From an optimization exercise on the open Yosys and OpenROAD flow, aimed at small area and a short achievable clock period; shortcuts taken in it are not production practice.
Function was checked by simulation only, so behaviour that the tests miss may differ from the original.

==> flow/design.v (outline; a module is shown in full before it is edited, if it fits) <==
// module awgn_ctrl: 35 lines
// module uniform_bank: 96 lines
// module clt_sum: 105 lines
// module noise_scale: 1433 lines
// module awgn_gen: 52 lines
module awgn_gen (
	input  wire logic clk,
	input  wire logic rst_n,
	input  wire logic run,
	input  wire logic [snr_pkg::snr_width-1:0] snr_db,
	input  wire logic snr_load,
	output logic signed [awgn_pkg::sample_width-1:0] awgn_out,
	output logic signed [awgn_pkg::quant_width-1:0] awgn_out_quant,
	output logic signed [snr_pkg::noise_width-1:0] noise_out,
	output logic sample_valid,
	output logic snr_err
);
  // ...
==> flow/flow/run.sh <==
#!/bin/bash
# Standard layout, with the port buffers made from buf_1 cells instead of
# the default pick (a slow delay buffer). Each tool's output goes to a log here.
set -euo pipefail
export BUFFER_PORTS_ARGS="-buffer_cell sky130_fd_sc_hd__buf_1"
bash standard.sh > standard_make.log 2>&1
==> flow/standard.sh <==
#!/bin/bash
# synth_recipe.tcl (not shown) runs the flow's synth.tcl, then flattens the netlist and writes it again
# the make line also repeats each setting of config.mk as NAME=value (left out here)
make -C /OpenROAD-flow-scripts/flow DESIGN_CONFIG=/design/flow/config.mk WORK_HOME=/design/flow/orfs CLKGATE_MAP_FILE= SYNTH_SCRIPT=/design/flow/synth_recipe.tcl "${@:-finish}"
==> flow/config.mk <==
export PLATFORM = sky130hd
export DESIGN_NAME = awgn_gen
export DESIGN_NICKNAME = awgn_gen
export VERILOG_FILES = /design/flow/design.v
export SDC_FILE = /design/flow/constraint.sdc
export NUM_CORES = 4
export LEC_CHECK = 0
export CAP_MARGIN = 20
export CORE_MARGIN = 2
export CORE_UTILIZATION = 60
export CTS_BUF_LIST = sky130_fd_sc_hd__clkbuf_4 sky130_fd_sc_hd__clkbuf_8
export CTS_CLUSTER_SIZE = 30
export SETUP_SLACK_MARGIN = 4.8
export SLEW_MARGIN = 20
export SYNTH_MEMORY_MAX_BITS = 16384
==> flow/constraint.sdc <==
create_clock -name core_clock -period 7.5 [get_ports {clk}]
set_input_delay 1.5000 -clock core_clock [delete_from_list [all_inputs] [get_ports {clk}]]
set_output_delay 1.5000 -clock core_clock [all_outputs]
set_load 0.01 [all_outputs]
==> flow_summary_export.csv, run 1 <==
group,metric,value,unit
outcome,outcome,"no timing/DRC/antenna violations",
clock_network,cts_setup_buffers,9,
cells_and_area,fillerInstances,1059,
hold_path,holdPathStages,0,
sta,setup_viol,0,
clock_network,path_clk_slew,0.10,ns
yosys,yosys.area_share.xor_xnor,19.4,%
die,io_pins,57,
sta,worstMarginPinSlew,0.848,ns
yosys,synth_warnings,4,
route,wl_met1,8.97,mm
global_route,grt_use_met2,44.2,%
route,totalWireLength,20.1,mm
worst_setup_path,reg2reg_depth,6,
worst_setup_path,cp.depth,1,
worst_setup_path,crit_chain,"buf_1",
cells_and_area,finalInstanceArea,8640,um^2
clock_network,cts_made_buffers,9,
yosys,syn_inst,872,
worst_setup_path,cp.arrival,1.16,ns
worst_setup_path,crit_path_start,"clt_sum_i.sum_word[15]",
place,gp_congestion,0.935,
yosys,synth_cell_types,80,
yosys,synth_nets,932,
yosys,synth-seq-area-share,28.4,%
place,place_area,7930,um^2
cells_and_area,multi_input_area_share,60.6,%
cells_and_area,n_clock_buffer,10,
route,wl_met3,1.23,mm
global_route,grt-busiest-layer,"met2",
cells_and_area,sh_seq_area,25.9,%
global_route,first_global_vias,6104,
global_route,grt_pass1_wl,31.8,mm
yosys,ys_top_cells_by_area,"dfrtp_1 (21%), xnor2_1 (14%), fa_1 (5.4%)",
global_route,antenna_found_initial,0,
route,drc,0,
==> module clt_sum, before the edit <==
module clt_sum (
	input  wire logic clk,
	input  wire logic rst_n,
	input  wire logic [awgn_pkg::num_sources-1:0] fa,
	input  wire logic [awgn_pkg::num_sources-1:0] fac,
	input  wire logic stepped,
	output awgn_pkg::clt_word_u sum_word
);
	localparam logic [31:0] first_sum = 32'hfbf91a62;
	logic [3:0] n0, m;
	logic first;
	logic [31:0] y;
	logic [2:0] delta;
	logic [3:0] low2;
	logic kp, km, ko_p, ko_m;
	logic [21:0] y_mid, inc_pref, dec_pref, mid;
	logic [7:0] top_0, top_p, top_m, top;
	logic [31:0] next_sum;
	function automatic logic [1:0] fadd(input logic x, input logic y, input logic z);
		fadd = {(x & y) | (x & z) | (y & z), x ^ y ^ z};
	endfunction
	function automatic logic [3:0] count12(input logic [11:0] v);
		logic [1:0] l0, l1, l2, l3, w1, w2, w3;
		logic b0, h, b1, x4, b2, b3;
		l0 = fadd(v[0], v[1], v[2]);
		l1 = fadd(v[3], v[4], v[5]);
		l2 = fadd(v[6], v[7], v[8]);
		l3 = fadd(v[9], v[10], v[11]);
		w1 = fadd(l0[0], l1[0], l2[0]);        
		w2 = fadd(l0[1], l1[1], l2[1]);        
		w3 = fadd(w1[1], w2[0], l3[1]);        
		b0 = w1[0] ^ l3[0];
		h = w1[0] & l3[0];
		b1 = h ^ w3[0];
		x4 = w2[1] ^ w3[1];
		b2 = x4 ^ (h & w3[0]);
		b3 = (w2[1] & w3[1]) | (x4 & h & w3[0]);
		count12 = {b3, b2, b1, b0};
	endfunction
	function automatic logic [15:0] add8x2(input logic [7:0] a, input logic [7:0] b);
		logic [7:0] g, p, gg, pp;
		g = a & b;
		p = a ^ b;
		gg = g;
		pp = p;
		for (int d = 1; d < 8; d = d * 2)
			for (int i = 7; i >= d; i--) begin
				gg[i] = gg[i] | (pp[i] & gg[i-d]);
				pp[i] = pp[i] & pp[i-d];
			end
		add8x2 = {p ^ {gg[6:0] | pp[6:0], 1'b1}, p ^ {gg[6:0], 1'b0}};
	endfunction
	always_ff @(posedge clk) begin
		n0 <= count12(fa);
		m  <= count12(fac);
	end
	assign y = {sum_word.sample[31], sum_word.sample[31:1]};
	assign delta = 3'd3 - n0[3:1];
	assign low2 = {2'b00, y[1:0]} + {delta[2], delta};
	assign kp = low2[2] & ~low2[3];
	assign km = low2[3];
	assign y_mid = y[23:2];
	always_comb begin
		inc_pref[0] = 1'b1;
		dec_pref[0] = 1'b1;
		for (int j = 1; j < 22; j++) begin
			inc_pref[j] = inc_pref[j-1] & y_mid[j-1];
			dec_pref[j] = dec_pref[j-1] & ~y_mid[j-1];
		end
	end
	assign mid = y_mid ^ ({22{kp}} & inc_pref) ^ ({22{km}} & dec_pref);
	assign ko_p = kp & (&y_mid);
	assign ko_m = km & ~(|y_mid);
	function automatic logic [15:0] csa_top(input logic [7:0] yt, input logic [3:0] n, input logic [3:0] mm, input logic [7:0] c);
		logic [7:0] r1, r2, r3, r4, s1, c1, s2, c2;
		r1 = yt;
		r2 = {4'b0, n} | ({1'b0, n, 3'b0} & 8'h70);
		r3 = {3'b0, ~mm, 1'b0};
		r4 = c | {4'b0, n[0], 3'b0};    
		s1 = r1 ^ r2 ^ r3;
		c1 = {(r1[6:0] & r2[6:0]) | (r1[6:0] & r3[6:0]) | (r2[6:0] & r3[6:0]), 1'b0};
		s2 = s1 ^ c1 ^ r4;
		c2 = {(s1[6:0] & c1[6:0]) | (s1[6:0] & r4[6:0]) | (c1[6:0] & r4[6:0]), 1'b0};
		csa_top = {s2, c2};
	endfunction
	logic [7:0] sa, ca, sb, cb, top_x;
	assign {sa, ca} = csa_top(y[31:24], n0, m, 8'hb1);
	assign {sb, cb} = csa_top(y[31:24], n0, m, 8'hb2);
	assign {top_0, top_m} = add8x2(sa, ca);
	assign {top_p, top_x} = add8x2(sb, cb);
	assign top = ko_p ? top_p : (ko_m ? top_m : top_0);
	assign next_sum = {top, mid, low2[1:0]};
	always_ff @(posedge clk or negedge rst_n) begin
		if (!rst_n) begin
			sum_word.sample <= '0;
			first <= 1'b1;
		end else begin
			first <= 1'b0;
			if (stepped)
				sum_word.sample <= next_sum;
			else if (first)
				sum_word.sample <= first_sum;
		end
	end
endmodule
==> run 2, diff against run 1 <==
--- a/flow/design.v
+++ b/flow/design.v
@@ -185,2 +185,66 @@
 `default_nettype none
+module clt_step (
+	input  wire logic [31:0] sample,
+	input  wire logic [3:0] n0,
+	input  wire logic [3:0] m,
+	output logic [31:0] next_sum
+);
+	logic [31:0] y;
+	logic [2:0] h;
+	logic [1:0] low2;
+	logic kp, km, ko_p, ko_m;
+	logic [21:0] y_mid, inc_pref, dec_pref, mid;
+	logic [7:0] sa, ca, top;
+	logic top0, c_bit1;
+	logic [6:0] hi_0, hi_1;
+	function automatic logic [15:0] csa_top(input logic [7:0] yt, input logic [3:0] n, input logic [3:0] mm, input logic [7:0] c);
+		logic [7:0] r1, r2, r3, r4, s1, c1, s2, c2;
+		r1 = yt;
+		r2 = {4'b0, n} | ({1'b0, n, 3'b0} & 8'h70);
+		r3 = {3'b0, ~mm, 1'b0};
+		r4 = c | {4'b0, n[0], 3'b0};    
+		s1 = r1 ^ r2 ^ r3;
+		c1 = {(r1[6:0] & r2[6:0]) | (r1[6:0] & r3[6:0]) | (r2[6:0] & r3[6:0]), 1'b0};
+		s2 = s1 ^ c1 ^ r4;
+		c2 = {(s1[6:0] & c1[6:0]) | (s1[6:0] & r4[6:0]) | (c1[6:0] & r4[6:0]), 1'b0};
+		csa_top = {s2, c2};
+	endfunction
+	function automatic logic [13:0] add7x2(input logic [6:0] a, input logic [6:0] b);
+		logic [6:0] g, p, gg, pp;
+		g = a & b;
+		p = a ^ b;
+		gg = g;
+		pp = p;
+		for (int d = 1; d < 7; d = d * 2)
+			for (int i = 6; i >= d; i--) begin
+				gg[i] = gg[i] | (pp[i] & gg[i-d]);
+				pp[i] = pp[i] & pp[i-d];
+			end
+		add7x2 = {p ^ {gg[5:0] | pp[5:0], 1'b1}, p ^ {gg[5:0], 1'b0}};
+	endfunction
+	assign y = {sample[31], sample[31:1]};
+	assign h = n0[3:1];
+	assign low2[0] = ~(y[0] ^ h[0]);
+	assign low2[1] = y[1] ^ ~h[1] ^ (y[0] & ~h[0]);
+	assign kp = ({1'b0, y[1:0]} > h);
+	assign km = h[2] & (h[1:0] >= y[1:0]);
+	assign y_mid = y[23:2];
+	always_comb begin
+		inc_pref[0] = 1'b1;
+		dec_pref[0] = 1'b1;
+		for (int j = 1; j < 22; j++) begin
+			inc_pref[j] = inc_pref[j-1] & y_mid[j-1];
+			dec_pref[j] = dec_pref[j-1] & ~y_mid[j-1];
+		end
+	end
+	assign mid = y_mid ^ ({22{kp}} & inc_pref) ^ ({22{km}} & dec_pref);
+	assign ko_p = kp & (&y_mid);
+	assign ko_m = km & ~(|y_mid);
+	assign {sa, ca} = csa_top(y[31:24], n0, m, 8'hb1);
+	assign top0 = sa[0] ^ ~(ko_m | ko_p);
+	assign c_bit1 = ko_p | (~ko_m & sa[0]);
+	assign {hi_1, hi_0} = add7x2(sa[7:1], ca[7:1]);
+	assign top = {c_bit1 ? hi_1 : hi_0, top0};
+	assign next_sum = {top, mid, low2[1:0]};
+endmodule
 module clt_sum (
@@ -196,9 +260,3 @@
 	logic first;
-	logic [31:0] y;
-	logic [2:0] delta;
-	logic [3:0] low2;
-	logic kp, km, ko_p, ko_m;
-	logic [21:0] y_mid, inc_pref, dec_pref, mid;
-	logic [7:0] top_0, top_p, top_m, top;
-	logic [31:0] next_sum;
+	logic [31:0] cur_sum, next_sum;
 	function automatic logic [1:0] fadd(input logic x, input logic y, input logic z);
@@ -224,15 +282,2 @@
 	endfunction
-	function automatic logic [15:0] add8x2(input logic [7:0] a, input logic [7:0] b);
-		logic [7:0] g, p, gg, pp;
-		g = a & b;
-		p = a ^ b;
-		gg = g;
-		pp = p;
-		for (int d = 1; d < 8; d = d * 2)
-			for (int i = 7; i >= d; i--) begin
-				gg[i] = gg[i] | (pp[i] & gg[i-d]);
-				pp[i] = pp[i] & pp[i-d];
-			end
-		add8x2 = {p ^ {gg[6:0] | pp[6:0], 1'b1}, p ^ {gg[6:0], 1'b0}};
-	endfunction
 	always_ff @(posedge clk) begin
@@ -241,38 +286,9 @@
 	end
-	assign y = {sum_word.sample[31], sum_word.sample[31:1]};
-	assign delta = 3'd3 - n0[3:1];
-	assign low2 = {2'b00, y[1:0]} + {delta[2], delta};
-	assign kp = low2[2] & ~low2[3];
-	assign km = low2[3];
-	assign y_mid = y[23:2];
-	always_comb begin
-		inc_pref[0] = 1'b1;
-		dec_pref[0] = 1'b1;
-		for (int j = 1; j < 22; j++) begin
-			inc_pref[j] = inc_pref[j-1] & y_mid[j-1];
-			dec_pref[j] = dec_pref[j-1] & ~y_mid[j-1];
-		end
-	end
-	assign mid = y_mid ^ ({22{kp}} & inc_pref) ^ ({22{km}} & dec_pref);
-	assign ko_p = kp & (&y_mid);
-	assign ko_m = km & ~(|y_mid);
-	function automatic logic [15:0] csa_top(input logic [7:0] yt, input logic [3:0] n, input logic [3:0] mm, input logic [7:0] c);
-		logic [7:0] r1, r2, r3, r4, s1, c1, s2, c2;
-		r1 = yt;
-		r2 = {4'b0, n} | ({1'b0, n, 3'b0} & 8'h70);
-		r3 = {3'b0, ~mm, 1'b0};
-		r4 = c | {4'b0, n[0], 3'b0};    
-		s1 = r1 ^ r2 ^ r3;
-		c1 = {(r1[6:0] & r2[6:0]) | (r1[6:0] & r3[6:0]) | (r2[6:0] & r3[6:0]), 1'b0};
-		s2 = s1 ^ c1 ^ r4;
-		c2 = {(s1[6:0] & c1[6:0]) | (s1[6:0] & r4[6:0]) | (c1[6:0] & r4[6:0]), 1'b0};
-		csa_top = {s2, c2};
-	endfunction
-	logic [7:0] sa, ca, sb, cb, top_x;
-	assign {sa, ca} = csa_top(y[31:24], n0, m, 8'hb1);
-	assign {sb, cb} = csa_top(y[31:24], n0, m, 8'hb2);
-	assign {top_0, top_m} = add8x2(sa, ca);
-	assign {top_p, top_x} = add8x2(sb, cb);
-	assign top = ko_p ? top_p : (ko_m ? top_m : top_0);
-	assign next_sum = {top, mid, low2[1:0]};
+	assign cur_sum = sum_word.sample;
+	clt_step clt_step_i (
+		.sample   (cur_sum),
+		.n0       (n0),
+		.m        (m),
+		.next_sum (next_sum)
+	);
 	always_ff @(posedge clk or negedge rst_n) begin
==> flow/flow/run.sh (replaced) <==
#!/bin/bash
# Standard layout, with the port buffers made from buf_2 cells instead of
# the default pick (a slow delay buffer). Each tool's output goes to a log here.
set -euo pipefail
export BUFFER_PORTS_ARGS="-buffer_cell sky130_fd_sc_hd__buf_2"
bash standard.sh > standard_make.log 2>&1
--- a/flow/config.mk
+++ b/flow/config.mk
@@ -10,5 +10,3 @@
 export CORE_UTILIZATION = 60
-export CTS_BUF_LIST = sky130_fd_sc_hd__clkbuf_4 sky130_fd_sc_hd__clkbuf_8
-export CTS_CLUSTER_SIZE = 30
-export SETUP_SLACK_MARGIN = 4.8
+export SETUP_SLACK_MARGIN = 4.9
 export SLEW_MARGIN = 20
==> flow_summary_export.csv, run 2 <==
group,metric,value,unit
hold_path,min_to,"awgn_ctrl_i.valid_sr[2]",
die,die_area,13600,um^2
route,ant_nets,0,
yosys,synth-seq-area-share,29.0,%
hold_path,holdPathStages,0,
sta,min_period,2.81,ns
hold_path,hp-start,"awgn_ctrl_i.valid_sr[1]",
global_route,grt-busiest-layer,"met2",
place,dpl.hpwl,12.9,mm
worst_setup_path,path_class,"reg -> reg",
global_route,grt_use_met2,44.1,%
yosys,synthMuxAreaShare,2.15,%
global_route,grt_overflow,0,
yosys,synth.most_common_cell,"xnor2_1",
flow_run,drv_cap,0,
yosys,synth-compound-area-share,17.0,%
sta,worstMarginPinSlew,0.997,ns
cells_and_area,fillerInstances,976,
cells_and_area,largest_reg_flops,32,
worst_setup_path,crit_top_cell,"fa_1",
cells_and_area,multiInputGateArea,5180,um^2
sta,setup_ws,4.69,ns
global_route,antenna_found_initial,0,
yosys,syn_inst,870,
place,port_buffers,56,
yosys,synth_commonest_cells,"xnor2_1 (131), dfrtp_1 (66), a21oi_1 (64)",
yosys,async_flop_share,91.0,%
yosys,ys_top_cells_by_area,"dfrtp_1 (22%), xnor2_1 (15%), fa_1 (5.3%)",
yosys,synth_warnings,5,
global_route,first_global_vias,5914,
clock_network,cts_root_buffer,"clkbuf_16",
worst_setup_path,r2r-start,"clt_sum_i.n0[3]",
worst_setup_path,cpPeakStageDelay,0.53,ns
global_route,grt_pass1_wl,30.8,mm
worst_setup_path,crit_path_start_kind,"flop",
global_route,grt_util_met1,41.9,%
global_route,grt_use_total,28.9,%
yosys,synth_top_family_by_area,"XOR/XNOR gates",
sta,finalCritPeriodShare,37.4,%
worst_setup_path,slowest_stage,"fa_1",
cells_and_area,mostFrequentLayoutCells,"xnor2_1 (129), a21oi_1 (60), nand2_1 (58), buf_2 (55), buf_4 (52)",
cells_and_area,drive_gt1_share,26.2,%
worst_setup_path,crit_chain,"inv_2, fa_1, inv_1, fa_1, ha_4, nand3_4, nor2_4, a22oi_4, a21oi_2, or4_1, a31oi_1",
die,fp.dieH,117,um
cells_and_area,nets,985,
clock_network,path_clk_slew,0.07,ns
cells_and_area,top_regs,"clt_sum_i.sum_word: 32 flops, uniform_bank_i.z: 28 flops, noise_scale_i.quant: 7 flops",
yosys,synth_cell_types,79,
place,dp_slack,4.58,ns
sta,fin_tns_setup,0,ns
place,gp_congestion,0.912,
clock_network,clock-sinks,89,
die,rows,41,
yosys,ys_dominant_reg_cell,"dfrtp_1",
cells_and_area,mostFrequentLayoutCell,"xnor2_1",
clock_network,cts_hold_buf,0,
sta,relSlewSlack,33.5,%
yosys,synth_edf_count,0,
worst_setup_path,cp.arrival,3.07,ns
worst_setup_path,r2r_end,"clt_sum_i.sum_word[31]",
die,die_w,117,um
yosys,syn-cell-area,7620,um^2
clock_network,clockBufferDepth,2,
cells_and_area,seq_area,2240,um^2
sta,fin_skew,0.00735,ns
clock_network,clock_latency,0.36,ns
route,totalWireLength,20.3,mm
worst_setup_path,r2r_setup_slack,4.69,ns
sta,slew_viol_final,0,
cells_and_area,area_growth,18.4,%
route,first_iter_violations,765,
die,initial_utilization,60.9,%
sta,setup_viol,0,
yosys,avgSynthCellArea,8.76,um^2
sta,clock.fmax,0.356,GHz
cells_and_area,diodes,0,
yosys,yosys.area_share.xor_xnor,19.5,%
clock_network,htree_levels,3,
die,io_pins,57,
die,core_area,12500,um^2
route,drc,0,
clock_network,cts_made_buffers,9,
cells_and_area,finalInstanceArea,9020,um^2
worst_setup_path,cp-end-kind,"flop",
yosys,yosysTopAreaCell,"dfrtp_1",
yosys,synth-simple-area-share,15.1,%
sta,hold_viol,0,
route,first_pass_iters,6,
cells_and_area,fin_util,72.1,%
outcome,outcome,"no timing/DRC/antenna violations",
worst_setup_path,reg2reg_depth,11,
global_route,grt_use_met3,4.62,%
global_route,grt_max_degree,64,
yosys,synth_top_area_share,21.7,%
place,place_area,7880,um^2
yosys,synth_nets,928,
cells_and_area,largest-register,"clt_sum_i.sum_word",
worst_setup_path,path_max_fanout,4,
route,wire_per_inst,18.4,um
worst_setup_path,cp.required,7.77,ns
route,routed_via_density,6.02,
hold_path,min_path_type,"reg -> reg",
sta,rsz0062_at_grt,"yes",
yosys,synthAdderAreaFrac,10.2,%
route,via_count,6644,
yosys,ys_seq_elements,89,
clock_network,cts_tree,"yes",
## run 2: cell types whose count changed after synthesis, sizes merged, moves of 7 or more
cell    before  now
o21ai       24   36
nand2       49   59
nor2        37   47
a21oi       56   65
xnor2      123  131
a31oi       13    6
nand2b      10   17
nand3       19   12
## run 2: layer usage
metal	wire length (um)	part of all wire (%)
met3	1460	7.2
met5	0	0
met4	589	2.9
met1	9010	44
met2	9280	46
## run 2: layout make-up
type	instances	share of cell area, %
clock buffer	11	2.69
clock inverter	5	0.430
inverter	48	2.00
multi-input combinational	661	57.4
sequential	89	24.9
tap	172	2.39
timing repair buffer	118	10.2
## run 2: repair_timing
| action | in CTS | in global routing |
|---|---|---|
| pin swaps | 7 | 11 |
| endpoints found under the setup margin | 24 | 32 |
| gates resized for setup | 36 | 41 |
| setup buffers | 19 | 32 |
| cloned | 2 | 4 |
## run 2: kinds of logic (layout without fill, tap and decap cells)
family          Yosys count  count (layout)
mux                      15              15
simple gates            229             229
compound gates          197             197
other cells               1               1
buf+inv                 120             182
flops                    89              89
xor+xnor                169             169
fa+ha+maj                50              50
## run 2: critical path: cells and delay by family, from the launching register on
kind	cells	cell delay (ns)
buf+inv	2	0.10
fa+ha+maj	3	1.27
simple gates	3	0.54
flops	1	0.34
compound gates	3	0.46
## run 2: stage by stage
step	std cells	hold slack [ns]
6_report	1104	0.359
5_1_grt	1104	0.363
4_1_cts	1068	0.360
3_5_place_dp	1031	0.342
3_3_place_gp	1031	0.344
2_1_floorplan	870	0.331
## run 2: how the worst max path moves through the flow
stage,slack (ns),cells after the start,from,endpoint
after floorplan,4.84,11,clt_sum_i.sum_word[28],clt_sum_i.sum_word[31]
after global placement,4.73,10,clt_sum_i.sum_word[26],clt_sum_i.sum_word[31]
after detailed placement,4.58,9,clt_sum_i.sum_word[2],clt_sum_i.sum_word[27]
after CTS,4.68,11,clt_sum_i.n0[3],clt_sum_i.sum_word[31]
after global routing,4.59,11,clt_sum_i.n0[3],clt_sum_i.sum_word[31]
final,4.69,11,clt_sum_i.n0[3],clt_sum_i.sum_word[31]
==> run 3, diff against run 2 <==
--- a/flow/config.mk
+++ b/flow/config.mk
@@ -9,4 +9,4 @@
 export CORE_MARGIN = 2
-export CORE_UTILIZATION = 60
-export SETUP_SLACK_MARGIN = 4.9
+export CORE_UTILIZATION = 72
+export SETUP_SLACK_MARGIN = 4.8
 export SLEW_MARGIN = 20
==> flow_summary_export.csv, run 3 <==
group,metric,value,unit
outcome,outcome,"no timing/DRC/antenna violations",
cells_and_area,fillerInstances,629,
yosys,syn_inst,870,
place,dp_slack,4.60,ns
yosys,yosysTopAreaCell,"dfrtp_1",
route,via_count,6701,
flow_run,drv_cap,0,
worst_setup_path,crit_path_start_kind,"flop",
die,io_pins,57,
place,gp_congestion,0.958,
route,totalWireLength,20.4,mm
cells_and_area,largest-register,"clt_sum_i.sum_word",
cells_and_area,top_regs,"clt_sum_i.sum_word: 32 flops, uniform_bank_i.z: 28 flops, noise_scale_i.quant: 7 flops",
route,routed_via_density,6.44,
worst_setup_path,path_max_fanout,4,
sta,slew_viol_final,0,
yosys,ys_dominant_reg_cell,"dfrtp_1",
die,fp.dieH,107,um
sta,fin_tns_setup,0,ns
global_route,grt_overflow,0,
route,first_iter_violations,743,
sta,setup_ws,4.62,ns
die,die_area,11400,um^2
clock_network,clock_latency,0.38,ns
global_route,grt_use_total,34.1,%
global_route,first_global_vias,6132,
cells_and_area,nets,958,
yosys,ys_top_cells_by_area,"dfrtp_1 (22%), xnor2_1 (15%), fa_1 (5.3%)",
die,core_area,10300,um^2
sta,hold_viol,0,
cells_and_area,multiInputGateArea,5040,um^2
cells_and_area,diodes,0,
sta,min_period,2.88,ns
sta,clock.fmax,0.348,GHz
die,rows,37,
route,wire_per_inst,19.6,um
cells_and_area,mostFrequentLayoutCell,"xnor2_1",
yosys,synth_cell_types,79,
yosys,synth_commonest_cells,"xnor2_1 (131), dfrtp_1 (66), a21oi_1 (64)",
clock_network,cts_tree,"yes",
route,ant_nets,0,
sta,fin_skew,0.0162,ns
yosys,synth_warnings,5,
clock_network,htree_levels,3,
sta,relSlewSlack,31.9,%
global_route,grt_pass1_wl,30.9,mm
yosys,avgSynthCellArea,8.76,um^2
cells_and_area,mostFrequentLayoutCells,"xnor2_1 (130), a21oi_1 (63), nand2_1 (59), dfrtp_1 (55), buf_2 (55)",
yosys,synth_edf_count,0,
clock_network,cts_made_buffers,9,
clock_network,path_clk_slew,0.11,ns
route,first_pass_iters,7,
yosys,async_flop_share,91.0,%
cells_and_area,fin_util,81.9,%
sta,worstMarginPinSlew,1.02,ns
hold_path,min_path_type,"reg -> reg",
place,dpl.hpwl,12.9,mm
global_route,grt_max_degree,82,
cells_and_area,seq_area,2230,um^2
worst_setup_path,cp.arrival,3.10,ns
yosys,ys_seq_elements,89,
sta,rsz0062_at_grt,"yes",
route,drc,0,
worst_setup_path,path_class,"reg -> reg",
place,port_buffers,56,
sta,finalCritPeriodShare,38.4,%
yosys,synth.most_common_cell,"xnor2_1",
yosys,synth-seq-area-share,29.0,%
clock_network,cts_root_buffer,"clkbuf_8",
cells_and_area,area_growth,10.5,%
worst_setup_path,cp-end-kind,"flop",
sta,setup_viol,0,
die,initial_utilization,74.1,%
yosys,synth_top_area_share,21.7,%
worst_setup_path,cp.required,7.72,ns
yosys,syn-cell-area,7620,um^2
cells_and_area,drive_gt1_share,20.6,%
clock_network,clock-sinks,89,
yosys,synth_nets,928,
cells_and_area,largest_reg_flops,32,
die,die_w,107,um
clock_network,clockBufferDepth,2,
global_route,antenna_found_initial,0,
==> run 3: cells by family after synthesis <==
logic type / count (synthesis) / share of synthesized area (%)
mux: 15 / 2.15
fa+ha+maj: 50 / 10.2
xor+xnor: 169 / 19.5
other cells: 1 / 0.0492
simple gates: 229 / 15.1
buf+inv: 120 / 7.05
flops: 89 / 29.0
compound gates: 197 / 17.0
==> run 3: repair_timing <==
action,CTS,global route
hold buffers,0,0
setup endpoints to repair,17,24
hold endpoints to repair,0,0
pin swaps,3,4
resized for setup,25,18
buffers inserted,11,21
==> run 3: worst max-delay path, cell delays in order, from the launching register on <==
cell and delay (ns):
dfxtp_2 0.36, inv_2 0.06, fa_1 0.53, inv_1 0.05, fa_1 0.52, ha_4 0.23
nand3_4 0.11, nor2_4 0.05, a22oi_4 0.18, a21oi_2 0.11, o31ai_1 0.36, a31oi_1 0.17
==> run 3: stage by stage <==
stage / hold slack (ns) / instance area, um^2 / cells
after floorplan: 0.331 / 7680 / 870
after global placement: 0.344 / 7800 / 993
after detailed placement: 0.341 / 7800 / 993
after CTS: 0.371 / 8150 / 1020
after global routing: 0.379 / 8410 / 1041
final: 0.371 / 8410 / 1041
==> run 3: final timing paths <==
path / start / to / slack (ns) / cells after the start
setup / recovery: clt_sum_i.n0[3] / clt_sum_i.sum_word[31] / 4.62 / 11
hold reg to reg: awgn_ctrl_i.valid_sr[1] / awgn_ctrl_i.valid_sr[2] / 0.37 / 0
hold / removal: awgn_ctrl_i.valid_sr[1] / awgn_ctrl_i.valid_sr[2] / 0.37 / 0
max in group asynchronous: rst_n / uniform_bank_i.z[16] / 5.77 / 1
min in group asynchronous: rst_n / clt_sum_i.sum_word[19] / 1.14 / 1
setup reg to reg: clt_sum_i.n0[3] / clt_sum_i.sum_word[31] / 4.62 / 11
==> run 3: metal layers <==
layer,vias up,routed length (um),share of wire (%),GRT usage [%]
met1,3227,8310,41,48.0
met5,-,0,0,0
met3,66,1720,8.4,5.65
met2,385,9840,48,54.9
li1,3023,-,-,-
met4,0,527,2.6,9.00
==> run 3: cell type report <==
| class | instances | share of cell area [%] |
|---|---|---|
| sequential | 89 | 26.5 |
| timing repair buffer | 91 | 7.05 |
| inverter | 48 | 2.14 |
| multi-input combinational | 661 | 60.0 |
| clock buffer | 9 | 1.47 |
| clock inverter | 7 | 0.892 |
| tap | 136 | 2.02 |
==> run 4, diff against run 3 <==
--- a/flow/config.mk
+++ b/flow/config.mk
@@ -7,5 +7,6 @@
 export LEC_CHECK = 0
+export ABC_CLOCK_PERIOD_IN_PS = 2000
 export CAP_MARGIN = 20
 export CORE_MARGIN = 2
-export CORE_UTILIZATION = 72
+export CORE_UTILIZATION = 60
 export SETUP_SLACK_MARGIN = 4.8
==> flow_summary_export.csv, run 4 <==
group,metric,value,unit
sta,finalCritPeriodShare,37.3,%
clock_network,htree_levels,3,
worst_setup_path,crit_path_start_kind,"flop",
yosys,syn_inst,870,
outcome,outcome,"no timing/DRC/antenna violations",
place,port_buffers,56,
place,dp_slack,4.59,ns
sta,slew_viol_final,0,
cells_and_area,diodes,0,
yosys,ys_seq_elements,89,
route,routed_via_density,5.99,
sta,hold_viol,0,
cells_and_area,fillerInstances,1053,
flow_run,drv_cap,0,
die,core_area,12500,um^2
die,rows,41,
route,drc,0,
global_route,grt_max_degree,64,
route,first_pass_iters,7,
global_route,antenna_found_initial,0,
die,die_area,13600,um^2
route,ant_nets,0,
sta,worstMarginPinSlew,0.986,ns
yosys,synth_warnings,5,
sta,rsz0062_at_grt,"yes",
sta,clock.fmax,0.358,GHz
cells_and_area,mostFrequentLayoutCell,"xnor2_1",
clock_network,clockBufferDepth,2,
route,via_count,6448,
yosys,ys_dominant_reg_cell,"dfrtp_1",
yosys,synth-seq-area-share,29.0,%
sta,setup_ws,4.70,ns
global_route,grt_pass1_wl,30.8,mm
cells_and_area,multiInputGateArea,5080,um^2
cells_and_area,largest_reg_flops,32,
cells_and_area,top_regs,"clt_sum_i.sum_word: 32 flops, uniform_bank_i.z: 28 flops, noise_scale_i.quant: 7 flops",
clock_network,cts_tree,"yes",
yosys,synth.most_common_cell,"xnor2_1",
sta,min_period,2.80,ns
place,dpl.hpwl,12.9,mm
global_route,first_global_vias,5915,
sta,fin_tns_setup,0,ns
worst_setup_path,path_max_fanout,4,
worst_setup_path,cp-end-kind,"flop",
worst_setup_path,cp.arrival,3.07,ns
route,wire_per_inst,17.9,um
die,io_pins,57,
yosys,synth_nets,928,
die,fp.dieH,117,um
yosys,synth_commonest_cells,"xnor2_1 (131), dfrtp_1 (66), a21oi_1 (64)",
yosys,synth_edf_count,0,
cells_and_area,drive_gt1_share,20.8,%
cells_and_area,mostFrequentLayoutCells,"xnor2_1 (130), a21oi_1 (61), nand2_1 (59), dfrtp_1 (55), buf_2 (55)",
worst_setup_path,path_class,"reg -> reg",
sta,relSlewSlack,34.3,%
yosys,ys_top_cells_by_area,"dfrtp_1 (22%), xnor2_1 (15%), fa_1 (5.3%)",
clock_network,clock-sinks,89,
sta,fin_skew,0.00709,ns
yosys,syn-cell-area,7620,um^2
cells_and_area,area_growth,12.7,%
cells_and_area,nets,958,
cells_and_area,largest-register,"clt_sum_i.sum_word",
route,first_iter_violations,719,
global_route,grt_use_total,29.0,%
clock_network,cts_hold_buf,0,
global_route,grt_overflow,0,
yosys,yosysTopAreaCell,"dfrtp_1",
yosys,avgSynthCellArea,8.76,um^2
cells_and_area,seq_area,2230,um^2
yosys,async_flop_share,91.0,%
route,totalWireLength,19.3,mm
clock_network,path_clk_slew,0.07,ns
die,initial_utilization,60.9,%
die,die_w,117,um
place,gp_congestion,0.942,
clock_network,clock_latency,0.36,ns
worst_setup_path,cp.required,7.77,ns
yosys,synth_top_area_share,21.7,%
yosys,synth_cell_types,79,
hold_path,min_path_type,"reg -> reg",
sta,setup_viol,0,
clock_network,cts_made_buffers,9,
clock_network,cts_root_buffer,"clkbuf_16",
## run 4: critical path, cell delays in order (launching register included)
cell	delay, ns
dfxtp_2	0.35
inv_2	0.06
fa_1	0.53
inv_1	0.05
fa_1	0.52
ha_4	0.23
nand3_4	0.11
nor2_4	0.05
a21oi_4	0.18
a21oi_2	0.10
or4_1	0.40
a31oi_1	0.15
## run 4: layout make-up
| cell class | instances | share of cell area (%) |
|---|---|---|
| inverter | 48 | 2.10 |
| sequential | 89 | 25.9 |
| multi-input combinational | 661 | 59.2 |
| clock buffer | 11 | 2.83 |
| clock inverter | 5 | 0.452 |
| tap | 172 | 2.51 |
| timing repair buffer | 91 | 6.98 |
## run 4: cell families after synthesis
family / after synthesis / synth area share (%)
and+or+nand+nor: 229 / 15.1
AOI/OAI and AO/OA: 197 / 17.0
xor gates and xnor gates: 169 / 19.5
buffers and inverters: 120 / 7.05
DFF: 89 / 29.0
adders and majority gates: 50 / 10.2
muxes: 15 / 2.15
other: 1 / 0.0492
## run 4: metrics by stage
stage	cell area (um^2)	util (%)	hold slack [ns]	std cells
floorplan	7680	-	0.331	870
global placement	7860	62.8	0.342	1031
detailed placement	7860	62.8	0.338	1031
CTS	8270	66.1	0.358	1057
global route	8580	68.6	0.361	1077
finish	8580	68.6	0.355	1077
## run 4: timing repair
item                                    CTS  global route
endpoints found under the setup margin   14            24
gates resized for setup                  18            30
hold endpoints to repair                  0             0
pin swaps                                 3             7
buffers inserted                         10            20
## run 4: path summary, 6_finish.rpt
| path | start | to | slack (ns) | cells past startpoint |
|---|---|---|---|---|
| max in group asynchronous | rst_n | uniform_bank_i.z[3] | 5.40 | 2 |
| min | awgn_ctrl_i.valid_sr[2] | awgn_ctrl_i.valid_sr[3] | 0.36 | 0 |
| max | clt_sum_i.n0[3] | clt_sum_i.sum_word[31] | 4.70 | 11 |
| min reg2reg | awgn_ctrl_i.valid_sr[2] | awgn_ctrl_i.valid_sr[3] | 0.36 | 0 |
| min in group asynchronous | rst_n | clt_sum_i.sum_word[19] | 1.12 | 1 |
| max reg2reg | clt_sum_i.n0[3] | clt_sum_i.sum_word[31] | 4.70 | 11 |
## run 4: per-layer routing
| metal | vias up | routed length, um | global-route usage, % |
|---|---|---|---|
| li1 | 3029 | - | - |
| met5 | - | 0 | 0 |
| met4 | 0 | 487 | 11.4 |
| met2 | 285 | 8890 | 43.7 |
| met3 | 40 | 1340 | 3.89 |
| met1 | 3094 | 8600 | 42.4 |
==> run 5, diff against run 4 <==
--- a/flow/design.v
+++ b/flow/design.v
@@ -185,66 +185,2 @@
 `default_nettype none
-module clt_step (
-	input  wire logic [31:0] sample,
-	input  wire logic [3:0] n0,
-	input  wire logic [3:0] m,
-	output logic [31:0] next_sum
-);
-	logic [31:0] y;
-	logic [2:0] h;
-	logic [1:0] low2;
-	logic kp, km, ko_p, ko_m;
-	logic [21:0] y_mid, inc_pref, dec_pref, mid;
-	logic [7:0] sa, ca, top;
-	logic top0, c_bit1;
-	logic [6:0] hi_0, hi_1;
-	function automatic logic [15:0] csa_top(input logic [7:0] yt, input logic [3:0] n, input logic [3:0] mm, input logic [7:0] c);
-		logic [7:0] r1, r2, r3, r4, s1, c1, s2, c2;
-		r1 = yt;
-		r2 = {4'b0, n} | ({1'b0, n, 3'b0} & 8'h70);
-		r3 = {3'b0, ~mm, 1'b0};
-		r4 = c | {4'b0, n[0], 3'b0};    
-		s1 = r1 ^ r2 ^ r3;
-		c1 = {(r1[6:0] & r2[6:0]) | (r1[6:0] & r3[6:0]) | (r2[6:0] & r3[6:0]), 1'b0};
-		s2 = s1 ^ c1 ^ r4;
-		c2 = {(s1[6:0] & c1[6:0]) | (s1[6:0] & r4[6:0]) | (c1[6:0] & r4[6:0]), 1'b0};
-		csa_top = {s2, c2};
-	endfunction
-	function automatic logic [13:0] add7x2(input logic [6:0] a, input logic [6:0] b);
-		logic [6:0] g, p, gg, pp;
-		g = a & b;
-		p = a ^ b;
-		gg = g;
-		pp = p;
-		for (int d = 1; d < 7; d = d * 2)
-			for (int i = 6; i >= d; i--) begin
-				gg[i] = gg[i] | (pp[i] & gg[i-d]);
-				pp[i] = pp[i] & pp[i-d];
-			end
-		add7x2 = {p ^ {gg[5:0] | pp[5:0], 1'b1}, p ^ {gg[5:0], 1'b0}};
-	endfunction
-	assign y = {sample[31], sample[31:1]};
-	assign h = n0[3:1];
-	assign low2[0] = ~(y[0] ^ h[0]);
-	assign low2[1] = y[1] ^ ~h[1] ^ (y[0] & ~h[0]);
-	assign kp = ({1'b0, y[1:0]} > h);
-	assign km = h[2] & (h[1:0] >= y[1:0]);
-	assign y_mid = y[23:2];
-	always_comb begin
-		inc_pref[0] = 1'b1;
-		dec_pref[0] = 1'b1;
-		for (int j = 1; j < 22; j++) begin
-			inc_pref[j] = inc_pref[j-1] & y_mid[j-1];
-			dec_pref[j] = dec_pref[j-1] & ~y_mid[j-1];
-		end
-	end
-	assign mid = y_mid ^ ({22{kp}} & inc_pref) ^ ({22{km}} & dec_pref);
-	assign ko_p = kp & (&y_mid);
-	assign ko_m = km & ~(|y_mid);
-	assign {sa, ca} = csa_top(y[31:24], n0, m, 8'hb1);
-	assign top0 = sa[0] ^ ~(ko_m | ko_p);
-	assign c_bit1 = ko_p | (~ko_m & sa[0]);
-	assign {hi_1, hi_0} = add7x2(sa[7:1], ca[7:1]);
-	assign top = {c_bit1 ? hi_1 : hi_0, top0};
-	assign next_sum = {top, mid, low2[1:0]};
-endmodule
 module clt_sum (
@@ -260,3 +196,9 @@
 	logic first;
-	logic [31:0] cur_sum, next_sum;
+	logic [31:0] y;
+	logic [2:0] delta;
+	logic [3:0] low2;
+	logic kp, km, ko_p, ko_m;
+	logic [21:0] y_mid, inc_pref, dec_pref, mid;
+	logic [7:0] top_0, top_p, top_m, top;
+	logic [31:0] next_sum;
 	function automatic logic [1:0] fadd(input logic x, input logic y, input logic z);
@@ -282,2 +224,15 @@
 	endfunction
+	function automatic logic [15:0] add8x2(input logic [7:0] a, input logic [7:0] b);
+		logic [7:0] g, p, gg, pp;
+		g = a & b;
+		p = a ^ b;
+		gg = g;
+		pp = p;
+		for (int d = 1; d < 8; d = d * 2)
+			for (int i = 7; i >= d; i--) begin
+				gg[i] = gg[i] | (pp[i] & gg[i-d]);
+				pp[i] = pp[i] & pp[i-d];
+			end
+		add8x2 = {p ^ {gg[6:0] | pp[6:0], 1'b1}, p ^ {gg[6:0], 1'b0}};
+	endfunction
 	always_ff @(posedge clk) begin
@@ -286,9 +241,38 @@
 	end
-	assign cur_sum = sum_word.sample;
-	clt_step clt_step_i (
-		.sample   (cur_sum),
-		.n0       (n0),
-		.m        (m),
-		.next_sum (next_sum)
-	);
+	assign y = {sum_word.sample[31], sum_word.sample[31:1]};
+	assign delta = 3'd3 - n0[3:1];
+	assign low2 = {2'b00, y[1:0]} + {delta[2], delta};
+	assign kp = low2[2] & ~low2[3];
+	assign km = low2[3];
+	assign y_mid = y[23:2];
+	always_comb begin
+		inc_pref[0] = 1'b1;
+		dec_pref[0] = 1'b1;
+		for (int j = 1; j < 22; j++) begin
+			inc_pref[j] = inc_pref[j-1] & y_mid[j-1];
+			dec_pref[j] = dec_pref[j-1] & ~y_mid[j-1];
+		end
+	end
+	assign mid = y_mid ^ ({22{kp}} & inc_pref) ^ ({22{km}} & dec_pref);
+	assign ko_p = kp & (&y_mid);
+	assign ko_m = km & ~(|y_mid);
+	function automatic logic [15:0] csa_top(input logic [7:0] yt, input logic [3:0] n, input logic [3:0] mm, input logic [7:0] c);
+		logic [7:0] r1, r2, r3, r4, s1, c1, s2, c2;
+		r1 = yt;
+		r2 = {4'b0, n} | ({1'b0, n, 3'b0} & 8'h70);
+		r3 = {3'b0, ~mm, 1'b0};
+		r4 = c | {4'b0, n[0], 3'b0};    
+		s1 = r1 ^ r2 ^ r3;
+		c1 = {(r1[6:0] & r2[6:0]) | (r1[6:0] & r3[6:0]) | (r2[6:0] & r3[6:0]), 1'b0};
+		s2 = s1 ^ c1 ^ r4;
+		c2 = {(s1[6:0] & c1[6:0]) | (s1[6:0] & r4[6:0]) | (c1[6:0] & r4[6:0]), 1'b0};
+		csa_top = {s2, c2};
+	endfunction
+	logic [7:0] sa, ca, sb, cb, top_x;
+	assign {sa, ca} = csa_top(y[31:24], n0, m, 8'hb1);
+	assign {sb, cb} = csa_top(y[31:24], n0, m, 8'hb2);
+	assign {top_0, top_m} = add8x2(sa, ca);
+	assign {top_p, top_x} = add8x2(sb, cb);
+	assign top = ko_p ? top_p : (ko_m ? top_m : top_0);
+	assign next_sum = {top, mid, low2[1:0]};
 	always_ff @(posedge clk or negedge rst_n) begin
==> flow/flow/run.sh (replaced) <==
#!/bin/bash
# Standard synthesis, then the combinational logic is mapped again by ABC
# with a delay target (registers and tie cells are kept as they are, same
# instances, names and cells), then the standard layout from floorplan on.
# Port buffers are buf_1 cells. Each tool's output goes to a log here.
set -euo pipefail
here=$(pwd)
export BUFFER_PORTS_ARGS="-buffer_cell sky130_fd_sc_hd__buf_1"
YOSYS=${FLOW_HOME}/../tools/install/yosys/bin/yosys
PLAT=${FLOW_HOME}/platforms/${FLOW_PLATFORM}
LIB=${PLAT}/lib/sky130_fd_sc_hd__tt_025C_1v80.lib
RES=${here}/orfs/results/${FLOW_PLATFORM}/awgn_gen/base

bash standard.sh synth > standard_synth.log 2>&1

cp "${RES}/1_2_yosys.v" "${here}/synth_standard.v"
DONT_USE=$(sed -n '/DONT_USE_CELLS += /,/^$/p' "${PLAT}/config.mk" | tr -d '\\' | tr ' ' '\n' | grep '^sky130' | sed 's/^/-dont_use /' | tr '\n' ' ')
printf 'set_driving_cell sky130_fd_sc_hd__buf_1\nset_load 5\n' > "${here}/remap.constr"
cat > "${here}/remap.ys" <<EOY
read_liberty -ignore_miss_func ${LIB}
read_verilog ${here}/synth_standard.v
hierarchy -top ${FLOW_TOP}
setattr -mod -set keep_hierarchy 1 sky130_fd_sc_hd__*df* sky130_fd_sc_hd__*dl* sky130_fd_sc_hd__conb_1
flatten
opt -purge
abc -script ${here}/flow/remap.abc -liberty ${LIB} ${DONT_USE} -constr ${here}/remap.constr -D 1400
opt_clean -purge
hilomap -singleton -hicell sky130_fd_sc_hd__conb_1 HI -locell sky130_fd_sc_hd__conb_1 LO
splitnets
opt_clean -purge
insbuf -buf sky130_fd_sc_hd__buf_4 A X
opt_clean -purge
select ${FLOW_TOP}
write_verilog -noattr -nohex -nodec -selected ${here}/synth_remapped.v
stat -liberty ${LIB}
EOY
"${YOSYS}" -s "${here}/remap.ys" > remap_yosys.log 2>&1

# the registers must be the standard synthesis's, instance for instance
grep -E '^\s+sky130_fd_sc_hd__(\S*df\S*|\S*dl\S*) ' "${here}/synth_standard.v" | sort > flops_standard.txt
grep -E '^\s+sky130_fd_sc_hd__(\S*df\S*|\S*dl\S*) ' "${here}/synth_remapped.v" | sort > flops_remapped.txt
if ! cmp -s flops_standard.txt flops_remapped.txt || grep -q '^\s*assign ' "${here}/synth_remapped.v"; then
	echo "remap changed the registers or left assigns; using the standard netlist" >> remap_yosys.log
else
	cp "${here}/synth_remapped.v" "${RES}/1_2_yosys.v"
	rm -f "${RES}/1_synth.odb" "${RES}/1_synth.sdc"
fi

bash standard.sh > standard_make.log 2>&1
==> flow/flow/remap.abc (new file) <==
strash
dch -f
map -D 1400
topo
buffer -p
upsize -D 1400
dnsize -D 1400
--- a/flow/config.mk
+++ b/flow/config.mk
@@ -7,3 +7,2 @@
 export LEC_CHECK = 0
-export ABC_CLOCK_PERIOD_IN_PS = 2000
 export CAP_MARGIN = 20
@@ -11,3 +10,5 @@
 export CORE_UTILIZATION = 60
-export SETUP_SLACK_MARGIN = 4.8
+export CTS_BUF_LIST = sky130_fd_sc_hd__clkbuf_4 sky130_fd_sc_hd__clkbuf_8
+export CTS_CLUSTER_SIZE = 30
+export SETUP_SLACK_MARGIN = 5.0
 export SLEW_MARGIN = 20
==> flow_summary_export.csv, run 5 <==
group,metric,value,unit
clock_network,cts_tree,"yes",
worst_setup_path,r2r-start,"clt_sum_i.sum_word[2]",
global_route,grt_overflow,0,
sta,relSlewSlack,49.3,%
sta,fin_tns_setup,0,ns
route,wire_per_inst,15.6,um
global_route,grt_pass1_wl,32.6,mm
worst_setup_path,cp.arrival,1.07,ns
cells_and_area,largest_reg_flops,32,
flow_run,drv_cap,0,
worst_setup_path,critPathTopFamily,"flip-flops",
cells_and_area,diodes,0,
worst_setup_path,r2r_setup_slack,5.10,ns
route,via_count,7175,
hold_path,hp-start,"awgn_ctrl_i.valid_sr[2]",
worst_setup_path,path_class,"reg -> out",
sta,rsz0062_at_grt,"yes",
worst_setup_path,reg2reg_depth,14,
cells_and_area,area_growth,9.68,%
global_route,first_global_vias,6641,
hold_path,holdPathStages,0,
cells_and_area,multiInputGateArea,4630,um^2
cells_and_area,mostFrequentLayoutCells,"nand2_1 (189), nor2_1 (124), inv_1 (116), xor2_1 (98), o21ai_0 (59)",
route,first_pass_iters,5,
clock_network,clock-sinks,89,
sta,worstMarginPinSlew,0.760,ns
place,dp_slack,4.70,ns
route,ant_nets,0,
route,routed_via_density,5.55,
die,die_area,13700,um^2
sta,finalCritPeriodShare,34.2,%
global_route,antenna_found_initial,0,
worst_setup_path,cpPeakStageDelay,0.44,ns
cells_and_area,drive_gt1_share,15.2,%
worst_setup_path,r2r_end,"clt_sum_i.sum_word[28]",
clock_network,path_clk_slew,0.10,ns
worst_setup_path,crit_top_cell,"buf_6",
clock_network,clock_latency,0.40,ns
clock_network,cts_made_buffers,9,
yosys,syn-cell-area,7680,um^2
cells_and_area,finalInstanceArea,8420,um^2
sta,fin_skew,0.0107,ns
die,fp.dieH,117,um
global_route,grt_max_degree,82,
die,initial_utilization,61.1,%
worst_setup_path,path_max_fanout,3,
sta,setup_viol,0,
place,port_buffers,56,
sta,min_period,2.57,ns
place,place_area,7670,um^2
cells_and_area,fin_util,67.0,%
sta,clock.fmax,0.390,GHz
die,io_pins,57,
sta,setup_ws,4.93,ns
cells_and_area,seq_area,2230,um^2
yosys,synth_warnings,4,
cells_and_area,mostFrequentLayoutCell,"nand2_1",
worst_setup_path,cp-end-kind,"output pin",
clock_network,htree_levels,3,
outcome,outcome,"no timing/DRC/antenna violations",
global_route,grt_use_total,30.5,%
die,die_w,117,um
cells_and_area,top_regs,"clt_sum_i.sum_word: 32 flops, uniform_bank_i.z: 28 flops, noise_scale_i.quant: 7 flops",
place,dpl.hpwl,14.1,mm
sta,slew_viol_final,0,
worst_setup_path,crit_chain,"buf_6, buf_6",
hold_path,min_to,"awgn_ctrl_i.valid_sr[3]",
die,rows,41,
sta,hold_viol,0,
sta,hold_slack,0.360,ns
route,totalWireLength,20.1,mm
hold_path,min_path_type,"reg -> reg",
route,drc,0,
cells_and_area,nets,1123,
cells_and_area,fillerInstances,1130,
worst_setup_path,cp.depth,2,
cells_and_area,largest-register,"clt_sum_i.sum_word",
place,dp_cells,1228,
die,core_area,12600,um^2
yosys,avgSynthCellArea,7.15,um^2
worst_setup_path,slowest_stage,"dfrtp_2",
worst_setup_path,cp.required,6.00,ns
yosys,syn_inst,1074,
clock_network,clockBufferDepth,2,
place,gp_congestion,0.999,
clock_network,cts_root_buffer,"clkbuf_8",
route,first_iter_violations,799,
yosys,synth_nets,1082,
cells_and_area,stdcell_count,1292,
worst_setup_path,worst-path-buf-inv,2,
worst_setup_path,crit_path_start_kind,"flop",
## run 5: worst max-delay path by stage
stage	endpoint	startpoint	slack [ns]
detailed placement	uniform_bank_i.z[10]	run	4.70
floorplan	awgn_ctrl_i.snr_idx[2]	snr_db[1]	5.15
global placement	uniform_bank_i.z[10]	run	4.72
global route	clt_sum_i.sum_word[10]	clt_sum_i.n0[1]	4.85
CTS	awgn_out[4]	clt_sum_i.sum_word[4]	5.00
finish	awgn_out[2]	clt_sum_i.sum_word[2]	4.93
## run 5: area by class of cell
class                           count  area share (%)
Tap cell                          172            2.55
Timing Repair Buffer              106            8.04
Clock buffer                       10            1.63
Clock inverter                      6           0.668
Timing Repair inverter              1          0.0594
Inverter                          123            5.57
Sequential cell                    89            26.5
Multi-Input combinational cell    785            55.0
## run 5: what timing repair did
| action | 4_1_cts | 5_1_grt |
|---|---|---|
| setup buffers | 29 | 18 |
| gates resized for setup | 21 | 64 |
| setup endpoints to repair | 33 | 45 |
| hold buffers | 0 | 0 |
| cloned | 0 | 1 |
| pin swaps | 0 | 5 |
## run 5: routing by layer
metal / part of all wire [%] / wire [um] / GRT usage (%) / vias to the layer above
met1: 45 / 9030 / 41.8 / 3292
li1: - / - / - / 3550
met5: 0 / 0 / 0 / -
met3: 6.5 / 1310 / 4.79 / 53
met2: 46 / 9170 / 47.7 / 280
met4: 3.1 / 620 / 13.3 / 0
==> run 6, diff against run 5 <==
--- a/flow/config.mk
+++ b/flow/config.mk
@@ -12,3 +12,3 @@
 export CTS_CLUSTER_SIZE = 30
-export SETUP_SLACK_MARGIN = 5.0
+export SETUP_SLACK_MARGIN = 4.8
 export SLEW_MARGIN = 20
==> flow_summary_export.csv, run 6 <==
group,metric,value,unit
sta,worstMarginPinSlew,1.06,ns
cells_and_area,top_regs,"clt_sum_i.sum_word: 32 flops, uniform_bank_i.z: 28 flops, noise_scale_i.quant: 7 flops",
cells_and_area,largest-register,"clt_sum_i.sum_word",
die,core_area,12600,um^2
worst_setup_path,r2r_end,"clt_sum_i.sum_word[31]",
clock_network,clockBufferDepth,2,
yosys,syn-cell-area,7680,um^2
global_route,grt_use_total,29.6,%
sta,rsz0062_at_grt,"no",
sta,fin_skew,0.0117,ns
hold_path,min_to,"awgn_ctrl_i.valid_sr[3]",
sta,slew_viol_final,0,
place,place_area,7670,um^2
clock_network,cts_hold_buf,0,
worst_setup_path,path_max_fanout,15,
sta,relSlewSlack,29.1,%
clock_network,cts_made_buffers,9,
hold_path,min_path_type,"reg -> reg",
worst_setup_path,path_class,"reg -> out",
sta,setup_viol,0,
die,io_pins,57,
yosys,synth_warnings,4,
sta,fin_tns_setup,0,ns
worst_setup_path,slowest_stage,"dfrtp_2",
route,drc,0,
yosys,synth_nets,1082,
cells_and_area,area_growth,2.70,%
die,rows,41,
route,first_iter_violations,793,
cells_and_area,fillerInstances,1203,
worst_setup_path,cp.required,6.00,ns
worst_setup_path,r2r_setup_slack,5.02,ns
hold_path,holdPathStages,0,
sta,hold_viol,0,
global_route,first_global_vias,6465,
clock_network,path_clk_slew,0.10,ns
clock_network,cts_setup_buffers,0,
die,die_area,13700,um^2
route,wire_per_inst,15.4,um
worst_setup_path,cp.arrival,1.15,ns
worst_setup_path,crit_chain,"buf_1",
place,gp_congestion,0.999,
flow_run,drv_cap,0,
route,routed_via_density,5.59,
sta,finalCritPeriodShare,35.4,%
cells_and_area,drive_gt1_share,6.90,%
global_route,grt_pass1_wl,31.7,mm
clock_network,clock_latency,0.39,ns
worst_setup_path,cp-end-kind,"output pin",
yosys,avgSynthCellArea,7.15,um^2
sta,min_period,2.65,ns
place,port_buffers,56,
cells_and_area,nets,1075,
cells_and_area,fin_util,62.8,%
clock_network,clock-sinks,89,
route,via_count,6956,
cells_and_area,multiInputGateArea,4560,um^2
sta,clock.fmax,0.377,GHz
cells_and_area,diodes,0,
cells_and_area,mostFrequentLayoutCells,"nand2_1 (189), nor2_1 (128), inv_1 (120), xor2_1 (100)",
cells_and_area,finalInstanceArea,7890,um^2
global_route,grt_max_degree,82,
route,first_pass_iters,6,
cells_and_area,mostFrequentLayoutCell,"nand2_1",
worst_setup_path,cpPeakStageDelay,0.57,ns
clock_network,htree_levels,3,
worst_setup_path,crit_path_start_kind,"flop",
worst_setup_path,critPathTopFamily,"flip-flops",
outcome,outcome,"no timing/DRC/antenna violations",
clock_network,cts_root_buffer,"clkbuf_8",
die,fp.dieH,117,um
route,ant_nets,0,
route,totalWireLength,19.1,mm
clock_network,cts_tree,"yes",
cells_and_area,seq_area,2210,um^2
die,initial_utilization,61.1,%
worst_setup_path,r2r-start,"awgn_ctrl_i.valid_sr[0]",
worst_setup_path,reg2reg_depth,7,
place,dpl.hpwl,14.1,mm
die,die_w,117,um
yosys,syn_inst,1074,
global_route,antenna_found_initial,0,
cells_and_area,largest_reg_flops,32,
worst_setup_path,worst-path-buf-inv,1,
hold_path,hp-start,"awgn_ctrl_i.valid_sr[2]",
global_route,grt_overflow,0,
-- run 6: what timing repair did --
item	CTS	global route
resized for setup	4	6
pin swaps	0	1
endpoints found under the setup margin	4	9
-- run 6: metrics by stage --
step	worst slack (ns)	instances	hold WS, ns
after global placement	4.72	1228	0.345
after CTS	4.83	1244	0.365
final	4.85	1244	0.359
after floorplan	5.15	1074	0.331
after detailed placement	4.70	1228	0.336
after global routing	4.79	1244	0.375
-- run 6: cell type report --
| type | instances | area share (%) |
|---|---|---|
| Clock buffer | 10 | 1.74 |
| Clock inverter | 6 | 0.714 |
| Sequential cell | 89 | 28.1 |
| Inverter | 123 | 5.85 |
| Tap cell | 172 | 2.73 |
| Multi-Input combinational cell | 785 | 57.8 |
| Timing Repair Buffer | 59 | 3.05 |
-- run 6: how the worst max path moves through the flow --
| stage | cells after the start | startpoint | endpoint | slack [ns] |
|---|---|---|---|---|
| floorplan | 3 | snr_db[1] | awgn_ctrl_i.snr_idx[2] | 5.15 |
| global placement | 6 | run | uniform_bank_i.z[10] | 4.72 |
| detailed placement | 6 | run | uniform_bank_i.z[10] | 4.70 |
| CTS | 1 | noise_scale_i.quant[5] | awgn_out_quant[5] | 4.83 |
| global route | 13 | clt_sum_i.sum_word[2] | clt_sum_i.sum_word[10] | 4.79 |
| finish | 1 | noise_scale_i.quant[3] | awgn_out_quant[3] | 4.85 |
-- run 6: routing by layer --
metal  vias to the layer above  routed length (um)  GRT usage, %
met2                       280                8550          46.1
met5                         -                   0             0
met4                         0                 598          12.7
met1                      3169                8830          41.2
li1                       3455                   -             -
met3                        52                1160          4.17

port drivers added, routing unchanged:
The results above use ideal ports. As a check the final layouts listed here were re-extracted and re-timed, cells and wires unchanged. Step 1 assumes that a clkbuf_16 drives the clock port and a buf_2 every other input. Step 2 moves the port delays by t, midway between the first and last clock arrival at a register: inputs arrive t later, outputs are due t later. That takes back most of the time a late clock gives input paths. Three values: ideal, step 1, step 2; two values: the first two.
run	t, ns	setup WS [ns]	latest minus earliest clock arrival (ns)	worst data-port slew with drivers (ns)
run 1	0.420	4.841 / 4.804 / 4.816	0.022 / 0.022	0.03
run 2	0.394	4.693 / 4.693 / 4.693	0.008 / 0.008	0.03
run 3	0.408	4.623 / 4.600 / 4.623	0.016 / 0.017	0.04
run 4	0.397	4.704 / 4.704 / 4.704	0.008 / 0.007	0.03
run 5	0.430	4.934 / 4.893 / 4.758	0.011 / 0.011	0.03
run 6	0.425	4.845 / 4.807 / 4.702	0.012 / 0.012	0.03
After both steps every run listed still meets setup and hold. The setup slack of run 5, which loses most, moves by -0.041 ns with the drivers and by -0.176 ns with both steps.
